Context: an optimization exercise on an open-source flow, tuned for small area, a short achievable clock period and few clock cycles. The choices shown serve that exercise and are no tape-out recipe.
Function was not checked in any run shown here: the RTL went through the layout flow alone.
Power is estimated from default activity; no workload was simulated.

<file path="design/flow/run.sh">
#!/bin/bash
# synth_recipe.tcl (not shown) runs the flow's synth.tcl, then flattens the netlist and writes it again
# the make line also repeats each setting of config.mk as NAME=value (left out here)
make -C /OpenROAD-flow-scripts/flow DESIGN_CONFIG=/design/flow/config.mk WORK_HOME=/design/flow/orfs CLKGATE_MAP_FILE= SYNTH_SCRIPT=/design/flow/synth_recipe.tcl finish
</file>
<file path="design/flow/config.mk">
export PLATFORM = sky130hd
export DESIGN_NAME = dcache_port
export DESIGN_NICKNAME = dcache_port
export VERILOG_FILES = /design/flow/design.v
export SDC_FILE = /design/flow/constraint.sdc
export NUM_CORES = 4
export LEC_CHECK = 0
export CAP_MARGIN = 20
export CORE_MARGIN = 2
export CORE_UTILIZATION = 40
export SETUP_SLACK_MARGIN = 0.2
export SLEW_MARGIN = 20
</file>
<file path="design/flow/constraint.sdc">
create_clock -name core_clock -period 6.5 [get_ports {clk}]
set_input_delay 1.3000 -clock core_clock [delete_from_list [all_inputs] [get_ports {clk}]]
set_output_delay 1.3000 -clock core_clock [all_outputs]
set_load 0.01 [all_outputs]
</file>
<file path="design/flow/design.v">
`timescale 1ns/1ps
`default_nettype none
module dcache_port (
    input  logic        clk,
    input  logic        rstn,
    input  logic        req_valid,
    input  logic [63:0] req_address,
    input  logic [63:0] req_value,
    input  logic [1:0]  req_op,
    input  logic [1:0]  req_size,
    input  logic        req_unsigned,
    input  logic [3:0]  req_amo,
    output logic        req_ready,
    output logic        resp_valid,
    output logic [63:0] resp_value,
    output logic        ex_valid,
    output logic        ex_cause,
    output logic [63:0] ex_tval,
    output logic        ar_valid,
    output logic [63:0] ar_addr,
    input  logic        ar_ready,
    input  logic        r_valid,
    input  logic [63:0] r_data,
    output logic        aw_valid,
    output logic [63:0] aw_addr,
    input  logic        aw_ready,
    output logic        w_valid,
    output logic [63:0] w_data,
    output logic [7:0]  w_strb,
    input  logic        w_ready,
    input  logic        b_valid
);
    logic busy_q;    
    logic ex_q;      
    logic arp_q;     
    logic rw_q;      
    logic awp_q;     
    logic wp_q;      
    logic bw_q;      
    logic calc_q;    
    logic        ld_q;
    logic [63:0] addr_q;
    logic [63:0] val_q;     
    logic [63:0] old_q;     
    logic [1:0]  size_q;
    logic        uns_q;
    logic [3:0]  amo_q;
    logic        cause_q;
    logic is_load, is_store, misal;
    assign is_load  = req_op == 2'd0;
    assign is_store = req_op == 2'd1;
    always_comb begin
        unique case (req_size)
            2'd0: misal = 1'b0;
            2'd1: misal = req_address[0];
            2'd2: misal = |req_address[1:0];
            default: misal = |req_address[2:0];
        endcase
    end
    logic rdone, done, acc, acc_rd, acc_st, amo_rd;
    assign rdone     = rw_q & r_valid;
    assign amo_rd    = rdone & ~ld_q;
    assign resp_valid = (rdone & ld_q) | (bw_q & b_valid);
    assign done      = resp_valid | ex_q;
    assign req_ready = ~busy_q | done;
    assign acc       = req_valid & req_ready;
    assign acc_rd    = acc & ~misal & ~is_store;
    assign acc_st    = acc & ~misal & is_store;
    assign ex_valid = ex_q;
    assign ex_cause = cause_q;
    assign ex_tval  = addr_q;
    assign ar_valid = arp_q | acc_rd;
    assign ar_addr  = arp_q ? addr_q : req_address;
    logic [63:0] shifted, aligned;
    assign shifted = r_data >> {addr_q[2:0], 3'b000};
    always_comb begin
        unique case (size_q)
            2'd0: aligned = {{56{shifted[7]  & ~uns_q}}, shifted[7:0]};
            2'd1: aligned = {{48{shifted[15] & ~uns_q}}, shifted[15:0]};
            2'd2: aligned = {{32{shifted[31] & ~uns_q}}, shifted[31:0]};
            default: aligned = r_data;
        endcase
    end
    assign resp_value = ld_q ? aligned : old_q;
    logic [63:0] wsrc;
    logic [1:0]  wsize;
    logic [2:0]  woff;
    logic [7:0]  strb_base;
    assign wsrc  = wp_q ? val_q : req_value;
    assign wsize = wp_q ? size_q : req_size;
    assign woff  = wp_q ? addr_q[2:0] : req_address[2:0];
    always_comb begin
        unique case (wsize)
            2'd0: begin w_data = {8{wsrc[7:0]}};  strb_base = 8'h01; end
            2'd1: begin w_data = {4{wsrc[15:0]}}; strb_base = 8'h03; end
            2'd2: begin w_data = {2{wsrc[31:0]}}; strb_base = 8'h0f; end
            default: begin w_data = wsrc;         strb_base = 8'hff; end
        endcase
    end
    assign w_strb   = strb_base << woff;
    assign aw_valid = awp_q | acc_st;
    assign aw_addr  = awp_q ? addr_q : req_address;
    assign w_valid  = wp_q | acc_st;
    logic [63:0] opnd, sum, alu;
    logic        lt_s, lt_u;
    assign opnd = size_q == 2'd2 ? {{32{val_q[31]}}, val_q[31:0]} : val_q;
    assign sum  = old_q + opnd;
    assign lt_s = $signed(old_q) < $signed(opnd);
    assign lt_u = old_q < opnd;
    always_comb begin
        unique case (amo_q)
            4'd1: alu = sum;
            4'd2: alu = old_q ^ opnd;
            4'd3: alu = old_q & opnd;
            4'd4: alu = old_q | opnd;
            4'd5: alu = lt_s ? old_q : opnd;
            4'd6: alu = lt_s ? opnd : old_q;
            4'd7: alu = lt_u ? old_q : opnd;
            4'd8: alu = lt_u ? opnd : old_q;
            default: alu = opnd;
        endcase
    end
    always_ff @(posedge clk or negedge rstn) begin
        if (!rstn) begin
            busy_q <= 1'b0;
            ex_q   <= 1'b0;
            arp_q  <= 1'b0;
            rw_q   <= 1'b0;
            awp_q  <= 1'b0;
            wp_q   <= 1'b0;
            bw_q   <= 1'b0;
            calc_q <= 1'b0;
        end else begin
            busy_q <= acc | (busy_q & ~done);
            ex_q   <= acc & misal;
            arp_q  <= ar_valid & ~ar_ready;
            rw_q   <= acc_rd | (rw_q & ~r_valid);
            awp_q  <= (aw_valid & ~aw_ready) | amo_rd;
            wp_q   <= (w_valid & ~w_ready) | calc_q;
            bw_q   <= acc_st | amo_rd | (bw_q & ~b_valid);
            calc_q <= amo_rd;
        end
    end
    always_ff @(posedge clk) begin
        if (acc) begin
            ld_q    <= is_load;
            addr_q  <= req_address;
            size_q  <= req_size;
            uns_q   <= req_unsigned & is_load;
            amo_q   <= req_amo;
            cause_q <= ~is_load;
        end
        if (acc) val_q <= req_value;
        else if (calc_q) val_q <= alu;
        if (amo_rd) old_q <= aligned;
    end
endmodule
`default_nettype wire
</file>
==> flow_summary.ini, run 1 <==
[status]
status = no timing/DRC/antenna violations

[critical_path]
cp_cell_sequence = clkdlybuf4s50_1 > nand2_1 > o221ai_1 > o21ai_0 > mux2i_1 > a22oi_1 > nor3_2 > buf_4 > a21o_1 > nand2_1 > o21ai_0 > clkdlybuf4s50_1
critical_path_required_ps = 5200
path_max_fanout = 25
r2r_slack_ps = 1060
cp_slowest_stage_delay_ps = 690
cp-end-kind = output port
worstPathArrival_ps = 4780
cp_slowest_cell = clkdlybuf4s50_1
crit_type = in2out
start_kind = input port

[sta]
post-route-period-util_pct = 93.5
setup_viol = 0
holdWs_ps = 522
hold_violations = 0
fin_tns_setup_ps = 0
clock.fmax_ghz = 0.165
post-route-min-period_ps = 6080
final-max-slew-violation-count = 0
max_slew_margin_pct = 25.1
layout_setup_ws_ps = 421
tightest_slew_ps = 1120
skew_ps = 35.1
rsz0062_at_grt = no

[finish]
fin_cells = 3904
syn_to_final_growth_pct = 32.4
fin_util_pct = 53.9
drive_gt1_share_pct = 10.9
nets = 3514
final_area_um2 = 29800

[detailed_routing]
vias_per_cell = 6.37
num_vias = 24900
first_pass_iters = 6
drt-total-wl_um = 124000
routedWlPerCell_um = 31.7
antenna_left = 0
dr.first_iter.drc_count = 2993
drc = 0

[flow_run]
cap_violations = 0

[yosys]
synth_xor_area_share_pct = 1.09
synth_edf_count = 201
synthSimpleGateAreaFrac_pct = 13.2
synthMuxAreaShare_pct = 14.8
synthAdderAreaFrac_pct = 10.8
synth_compound_area_share_pct = 25.9
synth_top_family_by_area = compound AO/OA/AOI/OAI gates
yosys_warnings = 1
synth_top_area_share_pct = 26.8
synth.net_count = 3079
syn_area_um2 = 22500
netlist-cell-type-count = 86
async_flop_share_pct = 3.83
synth_most_common_cell = a21oi_1
synth_ff_type = edfxtp_1
synth-seq-cells = 209
synth_cells = 2677
synth.largest_area_cell = edfxtp_1
synth_commonest_cells = a21oi_1 (261), o21ai_0 (247), nand2_1 (243)
avgSynthCellArea_um2 = 8.40
synthTopCellsByArea = edfxtp_1 (27%), ha_1 (11%), mux2_2 (8.1%), a21oi_1 (5.8%), o21ai_0 (5.5%)
yosysSeqAreaShare_pct = 27.7

[clocking]
cts_sinks = 209
postCtsResizedCells = 0
cts_root_buf = clkbuf_16
postCtsHoldBufs = 0
cts-htree-levels = 1
cts.reportedPaths.clkPinSlew_ps = 60
cts_buffer_depth = 3
cts_tree = built
clock_latency_ps = 620
cts_setup_buffers = 0
numCtsBuffers = 29

[die]
die_w_um = 241
start_util_pct = 40.7
dieArea_um2 = 58100
die_h_um = 241
rows = 86
core-area_um2 = 55300
num_io_pins = 544

[global_routing]
grt_overflow = 0
use_met3_pct = 9.81
grt_pass1_vias = 23600
grt_antenna_before_repair = 24
grt_pass1_wl_um = 171000
busiest_layer = met2
grt_max_degree = 93
grt_util_met2_pct = 63.3
grt_use_total_pct = 41.0
gr-usage-met1_pct = 51.4

[place]
port_buffers = 543
dp_slack_ps = 519
place_inst = 3829
place_hpwl_um = 95900
placed_area_um2 = 28700
routabilityCongestion = 1.05

[power_and_ir_drop]
p_sw_mw = 2.83
peakVddDrop_v = 0.000226
total_power_mw = 6.93
p_leak_nw = 11.8
comb_power_share_pct = 47.3
pwr-share-clk_pct = 26.4
sw_frac_of_total_pct = 40.9
p_seq_share_pct = 26.2
p_per_area_nw_per_um2 = 233
p_int_mw = 4.10

[min_path]
hold_path_class = reg2reg
[sequential cells by signal, summed over array words and instances (netlist names)]
register  flops
calc_q        1
bw_q          1
busy_q        1
cause_q       1
addr_q       64
old_q        64
ex_q          1
size_q        2
amo_q         4
uns_q         1
rw_q          1
wp_q          1
val_q        64
arp_q         1
ld_q          1
awp_q         1
[power by group through the flow]
stage / clock network [mW] / registers (mW) / logic, mW
after detailed placement: 0 / 1.84 / 3.17
after global placement: 0 / 1.83 / 3.16
after floorplan: 0 / 1.79 / 1.74
final: 1.83 / 1.82 / 3.28
after CTS: 1.83 / 1.81 / 3.19
after global routing: 1.89 / 1.83 / 3.44
[metal layers]
| layer | vias up | routed length [µm] |
|---|---|---|
| met3 | 340 | 13100 |
| met1 | 12100 | 47700 |
| met2 | 1666 | 54800 |
| met4 | 6 | 8200 |
| li1 | 10800 | - |
| met5 | - | 40 |
[placed cells by master, fill, tap and decap left out, types with 65 or more instances in the layout]
master             n
clkdlybuf4s50_1  543
a21oi_1          261
o21ai_0          247
nand2_1          241
nor2_1           208
edfxtp_1         201
ha_1             192
inv_1            178
mux2_2           161
mux2i_1          106
a21o_1            79
buf_4             65
[worst max-delay path: cells and delay by family]
kind / cells / cell delay (ps)
buffers and inverters: 3 / 1710
and+or+nand+nor: 3 / 640
muxes: 1 / 270
AOI/OAI and AO/OA: 5 / 830
[kinds of logic (layout without fill, tap and decap cells)]
group | after synthesis | count (layout)
flops | 209 | 209
compound gates | 916 | 916
xor+xnor | 28 | 28
other cells | 0 | 21
fa+ha+maj | 193 | 193
mux | 288 | 288
simple gates | 656 | 656
buf+inv | 387 | 845
[worst paths after layout]
path | cells past startpoint | from | endpoint
setup reg to reg | 15 | size_q[0] | val_q[37]
min in group asynchronous | 1 | rstn | awp_q
setup / recovery | 12 | r_data[55] | resp_value[37]
hold / removal | 1 | rw_q | rw_q
max in group asynchronous | 1 | rstn | wp_q
hold reg to reg | 1 | rw_q | rw_q
[layout make-up]
type	instances	area, µm²
Fill cell	5168	25500
Multi-Input combinational cell	2081	14800
Sequential cell	209	6240
Timing Repair Buffer	611	5980
Tap cell	748	936
Clock buffer	37	796
Inverter	180	678
Clock inverter	17	254
Antenna cell	21	52.6
==> run 2, diff against run 1 <==
--- a/design/flow/design.v
+++ b/design/flow/design.v
@@ -102,21 +102,20 @@
     assign aw_addr  = awp_q ? addr_q : req_address;
     assign w_valid  = wp_q | acc_st;
     logic [63:0] opnd, sum, alu;
-    logic        lt_s, lt_u;
-    assign opnd = size_q == 2'd2 ? {{32{val_q[31]}}, val_q[31:0]} : val_q;
-    assign sum  = old_q + opnd;
-    assign lt_s = $signed(old_q) < $signed(opnd);
-    assign lt_u = old_q < opnd;
+    logic        lt_u, lt, take_old;
+    assign opnd     = size_q == 2'd2 ? {{32{val_q[31]}}, val_q[31:0]} : val_q;
+    assign sum      = old_q + opnd;
+    assign lt_u     = old_q < opnd;
+    assign lt       = (~amo_q[3] & ~(amo_q[1] & amo_q[0]) & (old_q[63] ^ opnd[63]))
+                    ? old_q[63] : lt_u;
+    assign take_old = lt ^ (amo_q[3] | (amo_q[1] & ~amo_q[0]));
     always_comb begin
         unique case (amo_q)
             4'd1: alu = sum;
             4'd2: alu = old_q ^ opnd;
             4'd3: alu = old_q & opnd;
             4'd4: alu = old_q | opnd;
-            4'd5: alu = lt_s ? old_q : opnd;
-            4'd6: alu = lt_s ? opnd : old_q;
-            4'd7: alu = lt_u ? old_q : opnd;
-            4'd8: alu = lt_u ? opnd : old_q;
+            4'd5, 4'd6, 4'd7, 4'd8: alu = take_old ? old_q : opnd;
             default: alu = opnd;
         endcase
     end
--- a/design/flow/config.mk
+++ b/design/flow/config.mk
@@ -8,5 +8,5 @@
 export CAP_MARGIN = 20
 export CORE_MARGIN = 2
 export CORE_UTILIZATION = 40
-export SETUP_SLACK_MARGIN = 0.2
+export SETUP_SLACK_MARGIN = 2.9
 export SLEW_MARGIN = 20
==> run 2 against run 1 <==
Global-route usage is 2.9 points higher. Still clean. Critical endpoint is now resp_value[58]. Largest power group unchanged. Worst setup slack better by 1300 ps. Critical path depth is 1 higher. Clock-buffer cell count is 5 lower. Maximum frequency is 28% higher. Clock skew is 1.8 ps lower. Total power is 17% higher.
==> flow_summary.ini, run 2 <==
[yosys]
yosysSeqAreaShare_pct = 27.5
synth.net_count = 3068
netlist-cell-type-count = 94
synth_cells = 2676
synth.largest_area_cell = edfxtp_1
async_flop_share_pct = 3.83
synth_edf_count = 201
synth-seq-cells = 209
synth_top_area_share_pct = 26.6
synth_commonest_cells = a21oi_1 (275), nor2_1 (242), nand2_1 (216)
syn_area_um2 = 22700
synth_ff_type = edfxtp_1
synth_most_common_cell = a21oi_1
avgSynthCellArea_um2 = 8.48
synthTopCellsByArea = edfxtp_1 (27%), mux2_2 (10%), ha_1 (10%), a21oi_1 (6.1%), mux2i_1 (5.1%)
yosys_warnings = 1

[detailed_routing]
dr_wl_met2_um = 60500
antenna_left = 0
wl_met1_um = 50900
drt-total-wl_um = 138000
dr.first_iter.drc_count = 2977
vias_per_cell = 6.46
drc = 0
routedWlPerCell_um = 32.6
routed.top_layer = met5
first_pass_iters = 7
wl_met3_um = 15300
num_vias = 27400

[sta]
setup_viol = 0
rsz0062_at_grt = yes
hold_violations = 0
clock.fmax_ghz = 0.211
layout_setup_ws_ps = 1750
skew_ps = 33.3
fin_tns_setup_ps = 0
post-route-period-util_pct = 73.1
final-max-slew-violation-count = 0
tightest_slew_ps = 1280
max_slew_margin_pct = 14.5
holdWs_ps = 506
post-route-min-period_ps = 4750

[die]
start_util_pct = 40.3
dieArea_um2 = 58600
die_h_um = 242
core-area_um2 = 56300
die_w_um = 242
rows = 87
num_io_pins = 544

[min_path]
hold_path_class = reg2reg
hold_depth = 1
holdPathEnd = bw_q
hold_start = bw_q

[critical_path]
path_delay_family = compound AO/OA/AOI/OAI gates
r2r_slack_ps = 2000
worst_r2r_path_depth = 19
cp_slowest_stage_delay_ps = 270
r2r-start = size_q[0]
cp_slowest_cell = mux2_4
cp_cell_sequence = buf_8 > mux2_4 > o211ai_1 > o31a_1 > nor2_2 > o21ai_2 > a21boi_4 > nor3_4 > buf_12 > buf_16 > a21o_1 > mux2_4 > buf_6
crit_type = in2out
timing.critical_path.mode_cell = mux2_4
worstPathArrival_ps = 3450
r2r-end = val_q[55]
path_max_fanout = 7
start_kind = input port
cp-end-kind = output port
cp_num_buf_inv = 4
critical_path_required_ps = 5200

[clocking]
clock_latency_ps = 630
cts_root_buf = clkbuf_16
postCtsHoldBufs = 0
cts.reportedPaths.clkPinSlew_ps = 60
numCtsBuffers = 30
cts-htree-levels = 1
cts_sinks = 209
cts_tree = built
cts_buffer_depth = 3

[finish]
syn_to_final_growth_pct = 59.8
final_area_um2 = 36300
final_common_cell = buf_4
reg_top3 = addr_q x64, old_q x64, val_q x64
nets = 3834
fin_cells = 4237
nFillCells = 4677
final_cell_mix = buf_4 (212), nor2_1 (207), edfxtp_1 (201), a21oi_1 (194), buf_6 (176)
final-seq-area_um2 = 6250
drive_gt1_share_pct = 39.1
multi_input_area_um2 = 17900

[power_and_ir_drop]
p_per_area_nw_per_um2 = 223
peakVddDrop_v = 0.000246
p_leak_nw = 15.2

[place]
place_hpwl_um = 97100
routabilityCongestion = 1.05
port_buffers = 543
placed_area_um2 = 29200
dp_slack_ps = 836
place_inst = 3835

[status]
status = no timing/DRC/antenna violations

[global_routing]
grt_use_total_pct = 43.9
grt_pass1_wl_um = 189000
grt_max_degree = 70
grt_pass1_vias = 25900
grt_overflow = 0
grt_antenna_before_repair = 35

[flow_run]
cap_violations = 0
run 2: changes by cell type in the layout (fill, tap and decap cells not counted), sizes merged, moves of 26 or more:
cell / delta
nand2: -26
dlygate4sd2: +91
o21ai: -61
nor2: +32
clkdlybuf4s50: -408
a31oi: +37
buf: +518
nand3: +30
mux2: +47
clkdlybuf4s15: +76
run 2: kinds of logic after synthesis:
group / share of synthesized area, %
buffers and inverters: 6.61
AND/OR/NAND/NOR: 13.3
adder cells (fa/ha/maj): 10.1
XOR/XNOR: 0.656
AO/OA/AOI/OAI: 25.0
multiplexers: 16.8
flip-flops: 27.5
run 2: worst max path at each step:
stage	from	end	slack, ps	cells past startpoint
final	r_data[39]	resp_value[58]	1750	13
after detailed placement	r_data[15]	resp_value[36]	840	12
after floorplan	size_q[1]	val_q[0]	2110	18
after CTS	r_data[39]	resp_value[53]	1810	13
after global placement	r_data[15]	resp_value[49]	850	12
after global routing	r_data[23]	resp_value[53]	1700	14
run 2: final cells by class:
class / instances / share of cell area (%)
multi-input cells: 2097 / 49.4
repair buffers: 938 / 26.2
flip-flops and latches: 209 / 17.2
well taps: 756 / 2.61
clock buffers: 32 / 2.09
inverters: 166 / 1.76
clock inverters: 22 / 0.607
diodes: 17 / 0.117
run 2: repair_timing:
| item | CTS | global route |
|---|---|---|
| endpoints found under the setup margin | 464 | 312 |
| cloned | 20 | 6 |
| buffers inserted | 234 | 71 |
| gates resized for setup | 1760 | 347 |
| pin swaps | 157 | 102 |
run 2: stage by stage:
step | util (%) | power, mW
final | 64.4 | 8.10
after global routing | 64.4 | 8.32
after CTS | 61.2 | 7.62
after detailed placement | 51.9 | 5.18
after global placement | 51.8 | 5.15
after floorplan | - | 3.69
run 2: power by group:
group	leakage [nW]	total (mW)	switching, mW	internal (mW)
logic	12.8	4.57	2.55	2.02
registers	1.94	1.82	0.135	1.69
clock network	0.477	1.71	0.750	0.964
run 2: layer usage:
metal	vias to the layer above	GRT usage (%)
met5	-	0
met4	6	28.9
met3	495	11.0
met2	1925	67.9
met1	13400	54.4
li1	11500	-
==> run 3, diff against run 2 <==
--- a/design/flow/design.v
+++ b/design/flow/design.v
@@ -58,28 +58,46 @@
         endcase
     end
     logic rdone, done, acc, acc_rd, acc_st, amo_rd;
-    assign rdone     = rw_q & r_valid;
-    assign amo_rd    = rdone & ~ld_q;
+    assign rdone      = rw_q & r_valid;
+    assign amo_rd     = rdone & ~ld_q;
     assign resp_valid = (rdone & ld_q) | (bw_q & b_valid);
-    assign done      = resp_valid | ex_q;
-    assign req_ready = ~busy_q | done;
-    assign acc       = req_valid & req_ready;
-    assign acc_rd    = acc & ~misal & ~is_store;
-    assign acc_st    = acc & ~misal & is_store;
+    assign done       = resp_valid | ex_q;
+    assign req_ready  = ~busy_q | done;
+    assign acc        = req_valid & req_ready;
+    assign acc_rd     = acc & ~misal & ~is_store;
+    assign acc_st     = acc & ~misal & is_store;
     assign ex_valid = ex_q;
     assign ex_cause = cause_q;
     assign ex_tval  = addr_q;
+    logic [63:0] addr_out;
+    assign addr_out = (arp_q | awp_q) ? addr_q : req_address;
     assign ar_valid = arp_q | acc_rd;
-    assign ar_addr  = arp_q ? addr_q : req_address;
-    logic [63:0] shifted, aligned;
-    assign shifted = r_data >> {addr_q[2:0], 3'b000};
+    assign ar_addr  = addr_out;
+    assign aw_valid = awp_q | acc_st;
+    assign aw_addr  = addr_out;
+    logic [2:0]  off;
+    logic [7:0]  lb [8];
+    logic [7:0]  fb [8];
+    logic        sgn, ext;
+    logic [63:0] aligned;
+    assign off = addr_q[2:0];
     always_comb begin
+        for (int k = 0; k < 8; k++) lb[k] = r_data[8*k +: 8];
+        fb[0] = lb[off];
+        fb[1] = lb[{off[2:1], 1'b1}];
+        fb[2] = lb[{off[2], 2'b10}];
+        fb[3] = lb[{off[2], 2'b11}];
+        for (int k = 4; k < 8; k++) fb[k] = lb[k];
         unique case (size_q)
-            2'd0: aligned = {{56{shifted[7]  & ~uns_q}}, shifted[7:0]};
-            2'd1: aligned = {{48{shifted[15] & ~uns_q}}, shifted[15:0]};
-            2'd2: aligned = {{32{shifted[31] & ~uns_q}}, shifted[31:0]};
-            default: aligned = r_data;
+            2'd0: sgn = fb[0][7];
+            2'd1: sgn = fb[1][7];
+            default: sgn = fb[3][7];
         endcase
+        ext = sgn & ~uns_q;
+        aligned[7:0] = fb[0];
+        aligned[15:8]  = size_q == 2'd0 ? {8{ext}} : fb[1];
+        aligned[31:16] = size_q[1] ? {fb[3], fb[2]} : {16{ext}};
+        aligned[63:32] = size_q == 2'd3 ? {fb[7], fb[6], fb[5], fb[4]} : {32{ext}};
     end
     assign resp_value = ld_q ? aligned : old_q;
     logic [63:0] wsrc;
@@ -97,28 +115,42 @@
             default: begin w_data = wsrc;         strb_base = 8'hff; end
         endcase
     end
-    assign w_strb   = strb_base << woff;
-    assign aw_valid = awp_q | acc_st;
-    assign aw_addr  = awp_q ? addr_q : req_address;
-    assign w_valid  = wp_q | acc_st;
-    logic [63:0] opnd, sum, alu;
-    logic        lt_u, lt, take_old;
-    assign opnd     = size_q == 2'd2 ? {{32{val_q[31]}}, val_q[31:0]} : val_q;
-    assign sum      = old_q + opnd;
-    assign lt_u     = old_q < opnd;
-    assign lt       = (~amo_q[3] & ~(amo_q[1] & amo_q[0]) & (old_q[63] ^ opnd[63]))
-                    ? old_q[63] : lt_u;
+    assign w_strb  = strb_base << woff;
+    assign w_valid = wp_q | acc_st;
+    logic        sub, word, lt_u, lt, take_old, is_add, c32, c64;
+    logic [63:0] bop, sum, lres, alu;
+    logic [65:0] wide;
+    logic [3:0]  t;
+    assign sub  = amo_q[3] | (amo_q[2] & amo_q[0]) | (amo_q[2] & amo_q[1]);
+    assign word = size_q == 2'd2;
+    assign bop  = val_q ^ {64{sub}};
+    assign wide = {1'b0, old_q, 1'b1} + {1'b0, bop, sub};
+    assign sum  = wide[64:1];
+    assign c64  = wide[65];
+    assign c32  = wide[33] ^ old_q[32] ^ bop[32];
+    assign lt_u = word ? ~c32 : ~c64;
+    always_comb begin
+        logic so, sv, signed_op;
+        so = word ? old_q[31] : old_q[63];
+        sv = word ? val_q[31] : val_q[63];
+        signed_op = ~amo_q[3] & ~(amo_q[1] & amo_q[0]);
+        lt = (signed_op & (so ^ sv)) ? so : lt_u;
+    end
     assign take_old = lt ^ (amo_q[3] | (amo_q[1] & ~amo_q[0]));
+    assign is_add   = amo_q == 4'd1;
     always_comb begin
         unique case (amo_q)
-            4'd1: alu = sum;
-            4'd2: alu = old_q ^ opnd;
-            4'd3: alu = old_q & opnd;
-            4'd4: alu = old_q | opnd;
-            4'd5, 4'd6, 4'd7, 4'd8: alu = take_old ? old_q : opnd;
-            default: alu = opnd;
+            4'd2: t = 4'b0110;
+            4'd3: t = 4'b1000;
+            4'd4: t = 4'b1110;
+            4'd5, 4'd6, 4'd7, 4'd8: t = take_old ? 4'b1100 : 4'b1010;
+            default: t = 4'b1010;
         endcase
     end
+    always_comb begin
+        for (int i = 0; i < 64; i++) lres[i] = t[{old_q[i], val_q[i]}];
+    end
+    assign alu = is_add ? sum : lres;
     always_ff @(posedge clk or negedge rstn) begin
         if (!rstn) begin
             busy_q <= 1'b0;
==> run 3 against run 2 <==
Total power is 4.0% higher. Hold slack worse by 37 ps. Critical path type is now reg2reg. Largest cell class unchanged. First-iteration DRC count shrank 6.1%. Flip-flop and latch count unchanged. Clock-buffer cell count up 1. Non-clock buffer count rose by 91. Clock skew grew 6.8 ps. Still clean on timing, DRC and antenna. Synthesized cell count shrank 17%. Largest power group unchanged. Global-route usage is 1.4 points higher. Design area is 7.4% lower.
==> flow_summary.ini, run 3 <==
[place]
place_hpwl_um = 81700
place_inst = 3230
routabilityCongestion = 0.972
port_buffers = 543

[sta]
setup_viol = 0
tightest_slew_ps = 1180
post-route-min-period_ps = 5180
fin_tns_setup_ps = 0
max_slew_margin_pct = 21.1
post-route-period-util_pct = 79.7
clock.fmax_ghz = 0.193
hold_violations = 0
skew_ps = 40.1
rsz0062_at_grt = yes
final-max-slew-violation-count = 0

[finish]
final_common_cell = buf_4
drive_gt1_share_pct = 42.3
fin_util_pct = 70.0
reg_top3 = addr_q x64, old_q x64, val_q x64
final_cell_mix = buf_4 (256), buf_6 (237), edfxtp_1 (201), nand2_1 (193), clkdlybuf4s50_1 (165)
nets = 3334
syn_to_final_growth_pct = 72.4
fin_cells = 3716

[die]
core-area_um2 = 47900
num_io_pins = 544
die_h_um = 225
dieArea_um2 = 50500
die_w_um = 225
rows = 80
start_util_pct = 40.6

[yosys]
synth_edf_count = 201
synth.net_count = 2488
netlist-cell-type-count = 90
synth_most_common_cell = nand2_1
synth-seq-cells = 209
yosys_warnings = 3
synth_top_area_share_pct = 31.0
yosysSeqAreaShare_pct = 32.0
synth.largest_area_cell = edfxtp_1
synthTopCellsByArea = edfxtp_1 (31%), mux2_2 (8.9%), a21oi_1 (4.9%), xnor2_1 (4.4%), nand2_1 (4.2%)
synth_commonest_cells = nand2_1 (220), edfxtp_1 (201), a21oi_1 (189)
avgSynthCellArea_um2 = 8.79
synth_ff_type = edfxtp_1
syn_area_um2 = 19500
async_flop_share_pct = 3.83
synth_cells = 2215

[power_and_ir_drop]
p_leak_nw = 13.7
total_power_mw = 8.43
p_per_area_nw_per_um2 = 251
peakVddDrop_v = 0.000238

[global_routing]
grt_pass1_vias = 22700
grt_antenna_before_repair = 21
grt_overflow = 0
grt_max_degree = 70
grt_use_total_pct = 45.3
grt_pass1_wl_um = 164000

[clocking]
cts_sinks = 209
cts_root_buf = clkbuf_16
cts.reportedPaths.clkPinSlew_ps = 60
cts_tree = built
clock_latency_ps = 600
numCtsBuffers = 27
postCtsHoldBufs = 0
cts_buffer_depth = 3
cts-htree-levels = 1

[detailed_routing]
vias_per_cell = 6.58
antenna_left = 0
routedWlPerCell_um = 33.6
num_vias = 24400
drt-total-wl_um = 125000
first_pass_iters = 9
dr.first_iter.drc_count = 2795
drc = 0

[critical_path]
worstPathArrival_ps = 5580
timing.critical_path.mode_cell = buf_6
start_kind = flop
crit_type = reg2reg
cp_cell_sequence = buf_6 > o21ai_4 > nor2b_4 > buf_6 > buf_12 > buf_12 > buf_16 > xnor2_2 > ha_1 > buf_4 > nand2_1 > o21ai_2 > nand4_1 > a21oi_4 > nor3_4 > a31o_4 > buf_6 > o32ai_4 > o221ai_4 > or3_4 > buf_4 > o41a_1 > a21oi_1
r2r_slack_ps = 1320
path_depth = 23
cp_slowest_cell = or3_4
cp_slowest_stage_delay_ps = 440
r2r-end = val_q[16]
cp-end-kind = flop
critical_path_required_ps = 6900
worst_r2r_path_depth = 23
r2r-start = amo_q[1]
cp_num_buf_inv = 8
path_delay_family = compound AO/OA/AOI/OAI gates
path_max_fanout = 8

[min_path]
hold_path_class = reg2reg
hold_start = calc_q
hold_depth = 1
holdPathEnd = wp_q

[status]
status = no timing/DRC/antenna violations

[flow_run]
cap_violations = 0
run 3: cell count changes in the layout (fill, tap and decap cells not counted), sizes merged, moves of 53 or more:
| cell | change |
|---|---|
| a21oi | -83 |
| buf | +90 |
| ha | -118 |
| inv | -107 |
| nor2 | -67 |
| o21ai | -53 |
| xnor2 | +85 |
run 3: per-stage QoR:
stage               hold slack, ps  cell area, µm²  setup slack (ps)
floorplan                      429           20200              2090
global placement               449           25800               580
detailed placement             448           25800               575
CTS                            462           30900              1570
global route                   492           33600              1200
finish                         469           33600              1320
run 3: power breakdown:
part           leakage [nW]  switching, mW  internal (mW)  total, mW
Clock                 0.422          0.685          0.904       1.59
Combinational          11.4           2.61           2.34       4.95
Sequential             1.94          0.201           1.69       1.89
run 3: cell families after synthesis:
kind of cell,share of synthesized area [%]
flip-flops,32.0
AO/OA/AOI/OAI,23.2
AND/OR/NAND/NOR,14.7
buffers and inverters,7.00
XOR/XNOR,5.83
multiplexers,13.2
adder cells (fa/ha/maj),4.11
run 3: worst reg2reg max path: stages (launching register included):
cell and delay [ps]:
edfxtp_1 370, buf_6 130, o21ai_4 150, nor2b_4 190
buf_6 110, buf_12 120, buf_12 120, buf_16 170
xnor2_2 100, ha_1 390, buf_4 150, nand2_1 60
o21ai_2 120, nand4_1 230, a21oi_4 350, nor3_4 120
a31o_4 250, buf_6 120, o32ai_4 410, o221ai_4 180
or3_4 440, buf_4 170, o41a_1 360, a21oi_1 180
run 3: worst max path at each step:
| stage | startpoint | end | slack [ps] |
|---|---|---|---|
| 4_1_cts | amo_q[1] | val_q[58] | 1570 |
| 5_1_grt | amo_q[1] | val_q[16] | 1200 |
| 6_report | amo_q[1] | val_q[16] | 1320 |
| 3_5_place_dp | r_data[39] | resp_value[12] | 580 |
| 3_3_place_gp | r_data[39] | resp_value[15] | 580 |
| 2_1_floorplan | r_data[23] | resp_value[43] | 2090 |
run 3: timing repair:
| action | in CTS | in global routing |
|---|---|---|
| endpoints found under the setup margin | 398 | 282 |
| buffers inserted | 254 | 129 |
| gates cloned | 29 | 5 |
| pin swaps | 143 | 157 |
| gates resized for setup | 1637 | 436 |
run 3: area by class of cell:
type | count | area [µm²]
inverters | 60 | 233
clock buffers | 33 | 718
repair buffers | 1029 | 10500
well taps | 615 | 769
clock inverters | 16 | 171
multi-input cells | 1734 | 14900
fillers | 3567 | 14400
flip-flops and latches | 209 | 6240
diodes | 20 | 50.0
run 3: layer usage:
| metal | up-vias | track usage (%) | routed length, µm | part of all wire, % |
|---|---|---|---|---|
| li1 | 9975 | - | - | - |
| met1 | 11800 | 52.3 | 42600 | 34 |
| met2 | 2019 | 71.1 | 54800 | 44 |
| met3 | 634 | 12.0 | 14800 | 12 |
| met4 | 4 | 36.4 | 12500 | 10 |
| met5 | - | 0 | 34 | 0.027 |

==> re-timing with driven ports <==
The flow's constraints put no driver on any port. The routed layouts listed below were extracted and timed again, unchanged, in two steps. Step 1 assumes that a clkbuf_16 drives the clock port and a buf_2 every other input. Step 2 adds t to the input delays and takes it off the output delays; t is the mean of the earliest and latest rising clock arrival at the registers after step 1. Input paths then give back, and output paths get back, about the clock's delay inside the block. Three values: ideal ports, drivers, drivers and shift; two values: the first two.
run	t, ns	slack for setup (ns)	worst setup path at the end	clock arrival spread, ns
run 1	0.671	0.421 / 0.391 / 0.391	input to output	0.038 / 0.038
run 2	0.689	1.751 / 1.708 / 1.708	input to output	0.033 / 0.033
run 3	0.642	1.319 / 1.319 / 1.319	register to register	0.041 / 0.040
After both steps every run listed still meets setup and hold. For run 2, which loses most, drivers alone change the setup slack by -0.043 ns; drivers and shift together by -0.043 ns.
